What follows belongs to an exercise in optimizing a design on an open flow for small area, a short achievable clock period and few clock cycles per item; a production flow would make more cautious choices. Where RTL was checked, it was by simulation tests only, not by an equivalence proof against the original. Power is estimated from default activity; no workload was simulated.

==> zinc <==
==> flow/design.v <==
`default_nettype none
package cpuTypesPkg;
  localparam int CPUS = 2;
  typedef logic [31:0] wordT;
  typedef logic [31:0] addrT;
  typedef enum logic [1:0] {
    FREE,
    BUSY,
    ACCESS,
    ERROR
  } ramStateT;
endpackage
`default_nettype wire
`timescale 1ns/1ps
`default_nettype none
module ramReadSlice3 (
  input  cpuTypesPkg::wordT a,
  input  cpuTypesPkg::wordT b,
  input  cpuTypesPkg::wordT c,
  input  logic              sa,
  input  logic              sb,
  input  logic              sc,
  output cpuTypesPkg::wordT yn
);
  assign yn = ~((a & {32{sa}}) | (b & {32{sb}}) | (c & {32{sc}}));
endmodule
module ramReadSlice1 (
  input  cpuTypesPkg::wordT a,
  input  logic              sa,
  output cpuTypesPkg::wordT yn
);
  assign yn = ~(a & {32{sa}});
endmodule
module ramModel #(
  parameter int RAM_WORDS = 64
) (
  input  logic                          CLK,
  input  logic                          wen,
  input  logic [$clog2(RAM_WORDS)-1:0]  waddr,
  input  cpuTypesPkg::wordT             wdata,
  input  logic [$clog2(RAM_WORDS)-1:0]  raddr,
  output cpuTypesPkg::wordT             rdata
);
  localparam int AW = $clog2(RAM_WORDS);
  localparam int NS = RAM_WORDS / 3;
  cpuTypesPkg::wordT mem [RAM_WORDS];
  logic [RAM_WORDS-1:0] rsel;
  cpuTypesPkg::wordT    part [NS+1];
  always_ff @(posedge CLK) begin
    if (wen) begin
      mem[waddr] <= wdata;
    end
  end
  always_comb begin
    for (int w = 0; w < RAM_WORDS; w++) begin
      rsel[w] = (raddr == AW'(w));
    end
  end
  for (genvar s = 0; s < NS; s++) begin : g_slice
    ramReadSlice3 slice (
      .a  (mem[3*s]),
      .b  (mem[3*s+1]),
      .c  (mem[3*s+2]),
      .sa (rsel[3*s]),
      .sb (rsel[3*s+1]),
      .sc (rsel[3*s+2]),
      .yn (part[s])
    );
  end
  ramReadSlice1 lastSlice (
    .a  (mem[RAM_WORDS-1]),
    .sa (rsel[RAM_WORDS-1]),
    .yn (part[NS])
  );
  always_comb begin
    rdata = '0;
    for (int s = 0; s <= NS; s++) begin
      rdata = rdata | ~part[s];
    end
  end
endmodule
`default_nettype wire
`timescale 1ns/1ps
`default_nettype none
module memorySubsystem #(
  parameter int LATENCY   = 1,
  parameter int RAM_WORDS = 64
) (
  input  logic                                      CLK,
  input  logic                                      reset,
  input  logic              [cpuTypesPkg::CPUS-1:0] iREN,
  input  cpuTypesPkg::addrT [cpuTypesPkg::CPUS-1:0] iaddr,
  output cpuTypesPkg::wordT [cpuTypesPkg::CPUS-1:0] iload,
  output logic              [cpuTypesPkg::CPUS-1:0] iwait,
  input  logic              [cpuTypesPkg::CPUS-1:0] dREN,
  input  logic              [cpuTypesPkg::CPUS-1:0] dWEN,
  input  cpuTypesPkg::addrT [cpuTypesPkg::CPUS-1:0] daddr,
  input  cpuTypesPkg::wordT [cpuTypesPkg::CPUS-1:0] dstore,
  output cpuTypesPkg::wordT [cpuTypesPkg::CPUS-1:0] dload,
  output logic              [cpuTypesPkg::CPUS-1:0] dwait,
  input  logic              [cpuTypesPkg::CPUS-1:0] ccwrite,
  output logic              [cpuTypesPkg::CPUS-1:0] ccwait,
  output logic              [cpuTypesPkg::CPUS-1:0] ccinv,
  output cpuTypesPkg::addrT [cpuTypesPkg::CPUS-1:0] ccsnoopaddr
);
  localparam int AW = $clog2(RAM_WORDS);
  logic [3:0]    req;
  logic [3:0]    act;
  logic [3:0]    rd;
  logic [3:0]    done;
  logic [3:0]    allow;
  logic [3:0]    pick;
  logic [1:0]    rr;
  logic [1:0]    hold;
  logic [1:0]    dblock;
  logic          conflict;
  logic          wen;
  logic [AW-1:0] waddr;
  logic [AW-1:0] raddr;
  cpuTypesPkg::wordT wdata;
  cpuTypesPkg::wordT rdata;
  assign req = {dREN | dWEN, iREN};
  assign dblock[0] = hold[0] | (hold[1] & dREN[0]);
  assign dblock[1] = hold[1] | (hold[0] & dREN[1]);
  assign act = req & allow & {~dblock, 2'b11};
  assign rd  = act & {dREN, 2'b11};
  assign conflict = (act[2] & act[3])
                  | (rd[0] & (rd[1] | rd[2] | rd[3]))
                  | (rd[1] & (rd[2] | rd[3]))
                  | (rd[2] & rd[3]);
  assign done = conflict ? 4'b0000 : act;
  always_comb begin
    raddr = '0;
    waddr = '0;
    for (int c = 0; c < 2; c++) begin
      raddr = raddr | (iaddr[c][AW+1:2] & {AW{rd[c]}});
      raddr = raddr | (daddr[c][AW+1:2] & {AW{rd[2+c]}});
      waddr = waddr | (daddr[c][AW+1:2] & {AW{act[2+c]}});
    end
  end
  ramModel #(
    .RAM_WORDS (RAM_WORDS)
  ) ram (
    .CLK   (CLK),
    .wen   (wen),
    .waddr (waddr),
    .wdata (wdata),
    .raddr (raddr),
    .rdata (rdata)
  );
  always_comb begin
    for (int c = 0; c < 2; c++) begin
      iwait[c] = ~done[c];
      dwait[c] = ~done[2+c];
      ccwait[1-c] = done[2+c] & dREN[c];
      ccinv[1-c]  = done[2+c] & dREN[c] & ccwrite[c];
      ccsnoopaddr[1-c] = {24'd0, daddr[c][7:0]};
      iload[c] = rdata;
      dload[c] = ccwrite[1-c] ? dstore[1-c] : rdata;
    end
  end
  assign wen = (done[2] & (dWEN[0] | ccwrite[1])) | (done[3] & (dWEN[1] | ccwrite[0]));
  assign wdata = (done[2] & dWEN[0]) | (done[3] & dREN[1]) ? dstore[0] : dstore[1];
  always_comb begin
    pick = 4'b0000;
    for (int k = 3; k >= 0; k--) begin
      if (act[(rr + 2'(k)) & 2'd3]) begin
        pick = 4'b0001 << ((rr + 2'(k)) & 2'd3);
      end
    end
  end
  always_ff @(posedge CLK) begin
    if (reset) begin
      allow <= 4'b1111;
      rr    <= 2'd0;
      hold  <= 2'b00;
    end else begin
      hold <= ccwait & ccwrite;
      if (conflict) begin
        allow <= pick;
        rr    <= rr + 2'd1;
      end else begin
        allow <= 4'b1111;
      end
    end
  end
endmodule
`default_nettype wire
==> flow/run.sh <==
#!/bin/bash
# synth_recipe.tcl (not shown) runs the flow's synth.tcl, then flattens the netlist and writes it again
# the make line also repeats each setting of config.mk as NAME=value (left out here)
make -C /OpenROAD-flow-scripts/flow DESIGN_CONFIG=/design/flow/config.mk WORK_HOME=/design/flow/orfs CLKGATE_MAP_FILE= SYNTH_SCRIPT=/design/flow/synth_recipe.tcl finish
==> flow/config.mk <==
export PLATFORM = sky130hd
export DESIGN_NAME = memorySubsystem
export DESIGN_NICKNAME = memorySubsystem
export VERILOG_FILES = /design/flow/design.v
export SDC_FILE = /design/flow/constraint.sdc
export NUM_CORES = 4
export LEC_CHECK = 0
export CAP_MARGIN = 20
export CORE_MARGIN = 2
export CORE_UTILIZATION = 50
export CTS_BUF_LIST = sky130_fd_sc_hd__clkbuf_4 sky130_fd_sc_hd__clkbuf_8
export PLACE_DENSITY = 0.6
export SETUP_SLACK_MARGIN = 3
export SLEW_MARGIN = 20
export SYNTH_HIERARCHICAL = 1
==> flow/constraint.sdc <==
create_clock -name core_clock -period 11.0 [get_ports {CLK}]
set_input_delay 2.2000 -clock core_clock [delete_from_list [all_inputs] [get_ports {CLK}]]
set_output_delay 2.2000 -clock core_clock [all_outputs]
set_load 0.01 [all_outputs]
==> onyx: changes against zinc <==
==> flow/design.v, changed modules only <==
module ramReadSlice1 (
  input  cpuTypesPkg::wordT a,
  input  logic              sa,
  output cpuTypesPkg::wordT y
);
  assign y = a & {32{sa}};
endmodule
module ramNand3 (
  input  cpuTypesPkg::wordT a,
  input  cpuTypesPkg::wordT b,
  input  cpuTypesPkg::wordT c,
  output cpuTypesPkg::wordT y
);
  assign y = ~(a & b & c);
endmodule
module ramNor2 (
  input  cpuTypesPkg::wordT a,
  input  cpuTypesPkg::wordT b,
  output cpuTypesPkg::wordT y
);
  assign y = ~(a | b);
endmodule
module ramNor3 (
  input  cpuTypesPkg::wordT a,
  input  cpuTypesPkg::wordT b,
  input  cpuTypesPkg::wordT c,
  output cpuTypesPkg::wordT y
);
  assign y = ~(a | b | c);
endmodule
module ramLoadBit (
  input  logic a,
  input  logic b,
  input  logic c,
  input  logic d,
  input  logic e,
  output logic y
);
  assign y = ~((a & b & c & d) | e);
endmodule
module ramLoadMerge (
  input  cpuTypesPkg::wordT a,
  input  cpuTypesPkg::wordT b,
  input  cpuTypesPkg::wordT c,
  input  logic              fwd,
  input  cpuTypesPkg::wordT fwdData,
  output cpuTypesPkg::wordT y
);
  logic              nfwd;
  cpuTypesPkg::wordT fwdZero;
  assign nfwd    = ~fwd;
  assign fwdZero = ~fwdData & {32{fwd}};
  for (genvar k = 0; k < 32; k++) begin : g_bit
    ramLoadBit loadBit (
      .a (a[k]),
      .b (b[k]),
      .c (c[k]),
      .d (nfwd),
      .e (fwdZero[k]),
      .y (y[k])
    );
  end
endmodule
module ramBitNext (
  input  logic q,
  input  logic keep,
  input  logic d,
  input  logic take,
  output logic next
);
  assign next = (q & keep) | (d & take);
endmodule
module ramModel #(
  parameter int RAM_WORDS = 64
) (
  input  logic                          CLK,
  input  logic                          wen,
  input  logic [$clog2(RAM_WORDS)-1:0]  waddr,
  input  cpuTypesPkg::wordT             wdata,
  input  logic [RAM_WORDS-1:0]          rsel,
  output cpuTypesPkg::wordT             rdata,
  output logic [2:0][31:0]              rnone
);
  localparam int AW = $clog2(RAM_WORDS);
  localparam int NS = RAM_WORDS / 3;
  cpuTypesPkg::wordT mem [RAM_WORDS];
  cpuTypesPkg::wordT    part [NS];
  logic [RAM_WORDS-1:0] take;
  logic [RAM_WORDS-1:0] keep;
  cpuTypesPkg::wordT    next [RAM_WORDS];
  always_comb begin
    for (int w = 0; w < RAM_WORDS; w++) begin
      take[w] = wen & (waddr == AW'(w));
      keep[w] = ~take[w];
    end
  end
  for (genvar w = 0; w < RAM_WORDS; w++) begin : g_word
    for (genvar b = 0; b < 32; b++) begin : g_bit
      ramBitNext bitNext (
        .q    (mem[w][b]),
        .keep (keep[w]),
        .d    (wdata[b]),
        .take (take[w]),
        .next (next[w][b])
      );
    end
  end
  always_ff @(posedge CLK) begin
    for (int w = 0; w < RAM_WORDS; w++) begin
      mem[w] <= next[w];
    end
  end
  for (genvar s = 0; s < NS; s++) begin : g_slice
    ramReadSlice3 slice (
      .a  (mem[3*s]),
      .b  (mem[3*s+1]),
      .c  (mem[3*s+2]),
      .sa (rsel[3*s]),
      .sb (rsel[3*s+1]),
      .sc (rsel[3*s+2]),
      .yn (part[s])
    );
  end
  cpuTypesPkg::wordT lastWord;
  ramReadSlice1 lastSlice (
    .a  (mem[RAM_WORDS-1]),
    .sa (rsel[RAM_WORDS-1]),
    .y  (lastWord)
  );
  cpuTypesPkg::wordT any [7];
  cpuTypesPkg::wordT none [3];
  for (genvar g = 0; g < 7; g++) begin : g_any
    ramNand3 anyGate (
      .a (part[3*g]),
      .b (part[3*g+1]),
      .c (part[3*g+2]),
      .y (any[g])
    );
  end
  ramNor3 none0 (
    .a (any[0]),
    .b (any[1]),
    .c (lastWord),
    .y (none[0])
  );
  ramNor2 none1 (
    .a (any[2]),
    .b (any[3]),
    .y (none[1])
  );
  ramNor3 none2 (
    .a (any[4]),
    .b (any[5]),
    .c (any[6]),
    .y (none[2])
  );
  assign rnone = {none[2], none[1], none[0]};
  ramNand3 merge (
    .a (none[0]),
    .b (none[1]),
    .c (none[2]),
    .y (rdata)
  );
endmodule
module memorySubsystem #(
  parameter int LATENCY   = 1,
  parameter int RAM_WORDS = 64
) (
  input  logic                                      CLK,
  input  logic                                      reset,
  input  logic              [cpuTypesPkg::CPUS-1:0] iREN,
  input  cpuTypesPkg::addrT [cpuTypesPkg::CPUS-1:0] iaddr,
  output cpuTypesPkg::wordT [cpuTypesPkg::CPUS-1:0] iload,
  output logic              [cpuTypesPkg::CPUS-1:0] iwait,
  input  logic              [cpuTypesPkg::CPUS-1:0] dREN,
  input  logic              [cpuTypesPkg::CPUS-1:0] dWEN,
  input  cpuTypesPkg::addrT [cpuTypesPkg::CPUS-1:0] daddr,
  input  cpuTypesPkg::wordT [cpuTypesPkg::CPUS-1:0] dstore,
  output cpuTypesPkg::wordT [cpuTypesPkg::CPUS-1:0] dload,
  output logic              [cpuTypesPkg::CPUS-1:0] dwait,
  input  logic              [cpuTypesPkg::CPUS-1:0] ccwrite,
  output logic              [cpuTypesPkg::CPUS-1:0] ccwait,
  output logic              [cpuTypesPkg::CPUS-1:0] ccinv,
  output cpuTypesPkg::addrT [cpuTypesPkg::CPUS-1:0] ccsnoopaddr
);
  localparam int AW = $clog2(RAM_WORDS);
  logic [3:0]    req;
  logic [3:0]    act;
  logic [3:0]    rd;
  logic [3:0]    done;
  logic [3:0]    allow;
  logic [3:0]    pick;
  logic [1:0]    rr;
  logic [1:0]    hold;
  logic [1:0]    dblock;
  logic          conflict;
  logic          wen;
  logic [AW-1:0] waddr;
  logic [RAM_WORDS-1:0] rsel;
  logic [3:0][7:0] rlo;
  logic [3:0][7:0] rhi;
  logic [3:0][AW-1:0] paddr;
  cpuTypesPkg::wordT wdata;
  cpuTypesPkg::wordT rdata;
  logic [2:0][31:0]  rnone;
  assign req = {dREN | dWEN, iREN};
  assign dblock[0] = hold[0] | (hold[1] & dREN[0]);
  assign dblock[1] = hold[1] | (hold[0] & dREN[1]);
  assign act = req & allow & {~dblock, 2'b11};
  assign rd  = act & {dREN, 2'b11};
  assign conflict = (act[2] & act[3])
                  | (rd[0] & (rd[1] | rd[2] | rd[3]))
                  | (rd[1] & (rd[2] | rd[3]))
                  | (rd[2] & rd[3]);
  assign done = conflict ? 4'b0000 : act;
  always_comb begin
    waddr = '0;
    for (int c = 0; c < 2; c++) begin
      waddr = waddr | (daddr[c][AW+1:2] & {AW{act[2+c]}});
    end
  end
  assign paddr = {daddr[1][AW+1:2], daddr[0][AW+1:2], iaddr[1][AW+1:2], iaddr[0][AW+1:2]};
  always_comb begin
    for (int p = 0; p < 4; p++) begin
      for (int i = 0; i < 8; i++) begin
        rlo[p][i] = rd[p] & (paddr[p][2:0] == 3'(i));
        rhi[p][i] = (paddr[p][5:3] == 3'(i));
      end
    end
    for (int w = 0; w < RAM_WORDS; w++) begin
      rsel[w] = 1'b0;
      for (int p = 0; p < 4; p++) begin
        rsel[w] = rsel[w] | (rlo[p][w % 8] & rhi[p][w / 8]);
      end
    end
  end
  ramModel #(
    .RAM_WORDS (RAM_WORDS)
  ) ram (
    .CLK   (CLK),
    .wen   (wen),
    .waddr (waddr),
    .wdata (wdata),
    .rsel  (rsel),
    .rdata (rdata),
    .rnone (rnone)
  );
  always_comb begin
    for (int c = 0; c < 2; c++) begin
      iwait[c] = ~done[c];
      dwait[c] = ~done[2+c];
      ccwait[1-c] = done[2+c] & dREN[c];
      ccinv[1-c]  = done[2+c] & dREN[c] & ccwrite[c];
      ccsnoopaddr[1-c] = {24'd0, daddr[c][7:0]};
      iload[c] = rdata;
    end
  end
  for (genvar c = 0; c < 2; c++) begin : g_load
    ramLoadMerge loadMerge (
      .a       (rnone[0]),
      .b       (rnone[1]),
      .c       (rnone[2]),
      .fwd     (ccwrite[1-c]),
      .fwdData (dstore[1-c]),
      .y       (dload[c])
    );
  end
  assign wen = (done[2] & (dWEN[0] | ccwrite[1])) | (done[3] & (dWEN[1] | ccwrite[0]));
  assign wdata = (done[2] & dWEN[0]) | (done[3] & dREN[1]) ? dstore[0] : dstore[1];
  always_comb begin
    pick = 4'b0000;
    for (int k = 3; k >= 0; k--) begin
      if (act[(rr + 2'(k)) & 2'd3]) begin
        pick = 4'b0001 << ((rr + 2'(k)) & 2'd3);
      end
    end
  end
  always_ff @(posedge CLK) begin
    if (reset) begin
      allow <= 4'b1111;
      rr    <= 2'd0;
      hold  <= 2'b00;
    end else begin
      hold <= ccwait & ccwrite;
      if (conflict) begin
        allow <= pick;
        rr    <= rr + 2'd1;
      end else begin
        allow <= 4'b1111;
      end
    end
  end
endmodule
==> flow/flow/run.sh (new file) <==
#!/bin/bash
# Own flow: the standard layout, with smaller port buffers, sizing not
# limited to same-footprint cells, and no clock-tree dummy loads.
set -euo pipefail
export BUFFER_PORTS_ARGS="-buffer_cell sky130_fd_sc_hd__buf_2"
export MATCH_CELL_FOOTPRINT=0
export CTS_ARGS="-sink_clustering_enable -repair_clock_nets -dont_use_dummy_load -sink_clustering_size 16 -sink_clustering_max_diameter 60 -buf_list sky130_fd_sc_hd__clkbuf_8"
bash standard.sh > standard.log 2>&1
==> flow/standard.sh (new file) <==
#!/bin/bash
# synth_recipe.tcl (not shown) runs the flow's synth.tcl, then flattens the netlist and writes it again
# the make line also repeats each setting of config.mk as NAME=value (left out here)
make -C /OpenROAD-flow-scripts/flow DESIGN_CONFIG=/design/flow/config.mk WORK_HOME=/design/flow/orfs CLKGATE_MAP_FILE= SYNTH_SCRIPT=/design/flow/synth_recipe.tcl "${@:-finish}"
CORE_UTILIZATION = 55   (was 50)
CTS_BUF_LIST = default   (was sky130_fd_sc_hd__clkbuf_4 sky130_fd_sc_hd__clkbuf_8)
PLACE_DENSITY = 0.65   (was 0.6)
SETUP_SLACK_MARGIN = 4   (was 3)
removed: flow/run.sh
==> quartz: changes against zinc <==
==> flow/design.v, changed modules only <==
module ramNand3 (
  input  cpuTypesPkg::wordT a,
  input  cpuTypesPkg::wordT b,
  input  cpuTypesPkg::wordT c,
  output cpuTypesPkg::wordT y
);
  assign y = ~(a & b & c);
endmodule
module ramNand4 (
  input  cpuTypesPkg::wordT a,
  input  cpuTypesPkg::wordT b,
  input  cpuTypesPkg::wordT c,
  input  cpuTypesPkg::wordT d,
  output cpuTypesPkg::wordT y
);
  assign y = ~(a & b & c & d);
endmodule
module ramNor2 (
  input  cpuTypesPkg::wordT a,
  input  cpuTypesPkg::wordT b,
  output cpuTypesPkg::wordT y
);
  assign y = ~(a | b);
endmodule
module ramNor3 (
  input  cpuTypesPkg::wordT a,
  input  cpuTypesPkg::wordT b,
  input  cpuTypesPkg::wordT c,
  output cpuTypesPkg::wordT y
);
  assign y = ~(a | b | c);
endmodule
module ramLoadBit (
  input  logic a,
  input  logic b,
  input  logic c,
  input  logic d,
  input  logic e,
  output logic y
);
  assign y = ~((a & b & c & d) | e);
endmodule
module ramLoadMerge (
  input  cpuTypesPkg::wordT a,
  input  cpuTypesPkg::wordT b,
  input  cpuTypesPkg::wordT c,
  input  logic              fwd,
  input  cpuTypesPkg::wordT fwdData,
  output cpuTypesPkg::wordT y
);
  logic              nfwd;
  cpuTypesPkg::wordT fwdZero;
  assign nfwd    = ~fwd;
  assign fwdZero = ~fwdData & {32{fwd}};
  for (genvar k = 0; k < 32; k++) begin : g_bit
    ramLoadBit loadBit (
      .a (a[k]),
      .b (b[k]),
      .c (c[k]),
      .d (nfwd),
      .e (fwdZero[k]),
      .y (y[k])
    );
  end
endmodule
module ramBitNext (
  input  logic q,
  input  logic keep,
  input  logic d,
  input  logic take,
  output logic next
);
  assign next = (q & keep) | (d & take);
endmodule
module ramModel #(
  parameter int RAM_WORDS = 64
) (
  input  logic                          CLK,
  input  logic                          wen,
  input  logic [$clog2(RAM_WORDS)-1:0]  waddr,
  input  cpuTypesPkg::wordT             wdata,
  input  logic [RAM_WORDS-1:0]          rsel,
  output cpuTypesPkg::wordT             rdata,
  output logic [2:0][31:0]              rnone
);
  localparam int AW = $clog2(RAM_WORDS);
  localparam int NS = RAM_WORDS / 3;
  cpuTypesPkg::wordT mem [RAM_WORDS];
  cpuTypesPkg::wordT    part [NS+1];
  logic [RAM_WORDS-1:0] take;
  logic [RAM_WORDS-1:0] keep;
  cpuTypesPkg::wordT    next [RAM_WORDS];
  always_comb begin
    for (int w = 0; w < RAM_WORDS; w++) begin
      take[w] = wen & (waddr == AW'(w));
      keep[w] = ~take[w];
    end
  end
  for (genvar w = 0; w < RAM_WORDS; w++) begin : g_word
    for (genvar b = 0; b < 32; b++) begin : g_bit
      ramBitNext bitNext (
        .q    (mem[w][b]),
        .keep (keep[w]),
        .d    (wdata[b]),
        .take (take[w]),
        .next (next[w][b])
      );
    end
  end
  always_ff @(posedge CLK) begin
    for (int w = 0; w < RAM_WORDS; w++) begin
      mem[w] <= next[w];
    end
  end
  for (genvar s = 0; s < NS; s++) begin : g_slice
    ramReadSlice3 slice (
      .a  (mem[3*s]),
      .b  (mem[3*s+1]),
      .c  (mem[3*s+2]),
      .sa (rsel[3*s]),
      .sb (rsel[3*s+1]),
      .sc (rsel[3*s+2]),
      .yn (part[s])
    );
  end
  ramReadSlice1 lastSlice (
    .a  (mem[RAM_WORDS-1]),
    .sa (rsel[RAM_WORDS-1]),
    .yn (part[NS])
  );
  cpuTypesPkg::wordT any [7];
  cpuTypesPkg::wordT none [3];
  for (genvar g = 0; g < 6; g++) begin : g_any
    ramNand3 anyGate (
      .a (part[3*g]),
      .b (part[3*g+1]),
      .c (part[3*g+2]),
      .y (any[g])
    );
  end
  ramNand4 anyLast (
    .a (part[18]),
    .b (part[19]),
    .c (part[20]),
    .d (part[21]),
    .y (any[6])
  );
  ramNor2 none0 (
    .a (any[0]),
    .b (any[1]),
    .y (none[0])
  );
  ramNor2 none1 (
    .a (any[2]),
    .b (any[3]),
    .y (none[1])
  );
  ramNor3 none2 (
    .a (any[4]),
    .b (any[5]),
    .c (any[6]),
    .y (none[2])
  );
  assign rnone = {none[2], none[1], none[0]};
  ramNand3 merge (
    .a (none[0]),
    .b (none[1]),
    .c (none[2]),
    .y (rdata)
  );
endmodule
module memorySubsystem #(
  parameter int LATENCY   = 1,
  parameter int RAM_WORDS = 64
) (
  input  logic                                      CLK,
  input  logic                                      reset,
  input  logic              [cpuTypesPkg::CPUS-1:0] iREN,
  input  cpuTypesPkg::addrT [cpuTypesPkg::CPUS-1:0] iaddr,
  output cpuTypesPkg::wordT [cpuTypesPkg::CPUS-1:0] iload,
  output logic              [cpuTypesPkg::CPUS-1:0] iwait,
  input  logic              [cpuTypesPkg::CPUS-1:0] dREN,
  input  logic              [cpuTypesPkg::CPUS-1:0] dWEN,
  input  cpuTypesPkg::addrT [cpuTypesPkg::CPUS-1:0] daddr,
  input  cpuTypesPkg::wordT [cpuTypesPkg::CPUS-1:0] dstore,
  output cpuTypesPkg::wordT [cpuTypesPkg::CPUS-1:0] dload,
  output logic              [cpuTypesPkg::CPUS-1:0] dwait,
  input  logic              [cpuTypesPkg::CPUS-1:0] ccwrite,
  output logic              [cpuTypesPkg::CPUS-1:0] ccwait,
  output logic              [cpuTypesPkg::CPUS-1:0] ccinv,
  output cpuTypesPkg::addrT [cpuTypesPkg::CPUS-1:0] ccsnoopaddr
);
  localparam int AW = $clog2(RAM_WORDS);
  logic [3:0]    req;
  logic [3:0]    act;
  logic [3:0]    rd;
  logic [3:0]    done;
  logic [3:0]    allow;
  logic [3:0]    pick;
  logic [1:0]    rr;
  logic [1:0]    hold;
  logic [1:0]    dblock;
  logic          conflict;
  logic          wen;
  logic [AW-1:0] waddr;
  logic [RAM_WORDS-1:0] rsel;
  logic [3:0][7:0] rlo;
  logic [3:0][7:0] rhi;
  logic [3:0][AW-1:0] paddr;
  cpuTypesPkg::wordT wdata;
  cpuTypesPkg::wordT rdata;
  logic [2:0][31:0]  rnone;
  assign req = {dREN | dWEN, iREN};
  assign dblock[0] = hold[0] | (hold[1] & dREN[0]);
  assign dblock[1] = hold[1] | (hold[0] & dREN[1]);
  assign act = req & allow & {~dblock, 2'b11};
  assign rd  = act & {dREN, 2'b11};
  assign conflict = (act[2] & act[3])
                  | (rd[0] & (rd[1] | rd[2] | rd[3]))
                  | (rd[1] & (rd[2] | rd[3]))
                  | (rd[2] & rd[3]);
  assign done = conflict ? 4'b0000 : act;
  always_comb begin
    waddr = '0;
    for (int c = 0; c < 2; c++) begin
      waddr = waddr | (daddr[c][AW+1:2] & {AW{act[2+c]}});
    end
  end
  assign paddr = {daddr[1][AW+1:2], daddr[0][AW+1:2], iaddr[1][AW+1:2], iaddr[0][AW+1:2]};
  always_comb begin
    for (int p = 0; p < 4; p++) begin
      for (int i = 0; i < 8; i++) begin
        rlo[p][i] = rd[p] & (paddr[p][2:0] == 3'(i));
        rhi[p][i] = (paddr[p][5:3] == 3'(i));
      end
    end
    for (int w = 0; w < RAM_WORDS; w++) begin
      rsel[w] = 1'b0;
      for (int p = 0; p < 4; p++) begin
        rsel[w] = rsel[w] | (rlo[p][w % 8] & rhi[p][w / 8]);
      end
    end
  end
  ramModel #(
    .RAM_WORDS (RAM_WORDS)
  ) ram (
    .CLK   (CLK),
    .wen   (wen),
    .waddr (waddr),
    .wdata (wdata),
    .rsel  (rsel),
    .rdata (rdata),
    .rnone (rnone)
  );
  always_comb begin
    for (int c = 0; c < 2; c++) begin
      iwait[c] = ~done[c];
      dwait[c] = ~done[2+c];
      ccwait[1-c] = done[2+c] & dREN[c];
      ccinv[1-c]  = done[2+c] & dREN[c] & ccwrite[c];
      ccsnoopaddr[1-c] = {24'd0, daddr[c][7:0]};
      iload[c] = rdata;
    end
  end
  for (genvar c = 0; c < 2; c++) begin : g_load
    ramLoadMerge loadMerge (
      .a       (rnone[0]),
      .b       (rnone[1]),
      .c       (rnone[2]),
      .fwd     (ccwrite[1-c]),
      .fwdData (dstore[1-c]),
      .y       (dload[c])
    );
  end
  assign wen = (done[2] & (dWEN[0] | ccwrite[1])) | (done[3] & (dWEN[1] | ccwrite[0]));
  assign wdata = (done[2] & dWEN[0]) | (done[3] & dREN[1]) ? dstore[0] : dstore[1];
  always_comb begin
    pick = 4'b0000;
    for (int k = 3; k >= 0; k--) begin
      if (act[(rr + 2'(k)) & 2'd3]) begin
        pick = 4'b0001 << ((rr + 2'(k)) & 2'd3);
      end
    end
  end
  always_ff @(posedge CLK) begin
    if (reset) begin
      allow <= 4'b1111;
      rr    <= 2'd0;
      hold  <= 2'b00;
    end else begin
      hold <= ccwait & ccwrite;
      if (conflict) begin
        allow <= pick;
        rr    <= rr + 2'd1;
      end else begin
        allow <= 4'b1111;
      end
    end
  end
endmodule
==> flow/flow/run.sh (new file) <==
#!/bin/bash
# Own flow: the standard layout, with smaller port buffers, sizing not
# limited to same-footprint cells, and no clock-tree dummy loads.
set -euo pipefail
export BUFFER_PORTS_ARGS="-buffer_cell sky130_fd_sc_hd__buf_2"
export MATCH_CELL_FOOTPRINT=0
export CTS_ARGS="-sink_clustering_enable -repair_clock_nets -dont_use_dummy_load -sink_clustering_size 16 -sink_clustering_max_diameter 60 -buf_list sky130_fd_sc_hd__clkbuf_8"
bash standard.sh > standard.log 2>&1
==> flow/standard.sh (new file) <==
#!/bin/bash
# synth_recipe.tcl (not shown) runs the flow's synth.tcl, then flattens the netlist and writes it again
# the make line also repeats each setting of config.mk as NAME=value (left out here)
make -C /OpenROAD-flow-scripts/flow DESIGN_CONFIG=/design/flow/config.mk WORK_HOME=/design/flow/orfs CLKGATE_MAP_FILE= SYNTH_SCRIPT=/design/flow/synth_recipe.tcl "${@:-finish}"
CORE_UTILIZATION = 70   (was 50)
CTS_BUF_LIST = default   (was sky130_fd_sc_hd__clkbuf_4 sky130_fd_sc_hd__clkbuf_8)
PLACE_DENSITY = 0.8   (was 0.6)
SETUP_SLACK_MARGIN = 4.5   (was 3)
removed: flow/run.sh
==> flow_summary.yaml <==
outcome:
  status: "finished clean"
floorplan:
  fp.dieH_um: 392
grt:
  antenna_found_initial: 10
  use_met1_pct: 42.6
power:
  powerComb_uw: 5620
  power_uw: 21100
drt:
  routed-wl-met3_um: 33300
finish:
  final_common_cell: "edfxtp_1"
  layout_common_cells: "edfxtp_1, a222oi_1, clkbuf_8, buf_4, buf_6"
cts:
  cts_max_path_buffers: 4
Source of the figures above: zinc

==> flow_summary.yaml <==
cts:
  cts_max_path_buffers: 3
floorplan:
  fp.dieH_um: 333
drt:
  routed-wl-met3_um: 53700
power:
  power_uw: 22400
  powerComb_uw: 6560
finish:
  final_common_cell: "dfxtp_1"
outcome:
  status: "finished clean"
Source of the figures above: quartz

==> flow_summary.yaml <==
finish:
  layout_common_cells: "dfxtp_1, a22o_1, a222oi_1, buf_4, buf_2"
  final_common_cell: "dfxtp_1"
grt:
  use_met1_pct: 53.7
  antenna_found_initial: 17
outcome:
  status: "finished clean"
power:
  powerComb_uw: 6580
cts:
  cts_max_path_buffers: 3
drt:
  routed-wl-met3_um: 42700
Source of the figures above: onyx

Testbench counts of onyx, summed over its fixed seeds: cycles 4,416, items 4,316.
Testbench counts of quartz, summed over its fixed seeds: cycles 4,416, items 4,316.
The RTL of zinc was laid out without a check of its function.

==> separate check: timing with driven ports <==
How much do the figures lean on ideal ports? The routed layouts below were timed once more, with nothing changed but the port constraints. Step 1: set_driving_cell puts a clkbuf_16 on CLK and a buf_2 on each other input, an assumption about the parent block. Step 2, shift: input delay + t, output delay - t, t = (earliest + latest rising clock arrival at the registers) / 2. This alone moves slack from input paths to output paths. Slacks: no drivers / after step 1 / after step 2; pairs: no drivers / after step 1.
run | t, ns | slack for setup (ns) | hold WS [ns] | worst data-port slew with drivers (ns) | pins driven straight from the clock port
zinc | 1.095 | 2.165 / 2.091 / 2.091 | 0.639 / 0.639 / 0.639 | 0.12 | 1
onyx | 0.946 | 3.543 / 3.471 / 3.471 | 0.485 / 0.485 / 0.485 | 0.20 | 1
quartz | 0.970 | 3.310 / 3.201 / 3.201 | 0.486 / 0.486 / 0.486 | 0.20 | 1
After both steps every run listed still meets setup and hold. The setup slack of quartz, which loses most, moves by -0.109 ns with the drivers and by -0.109 ns with both steps.
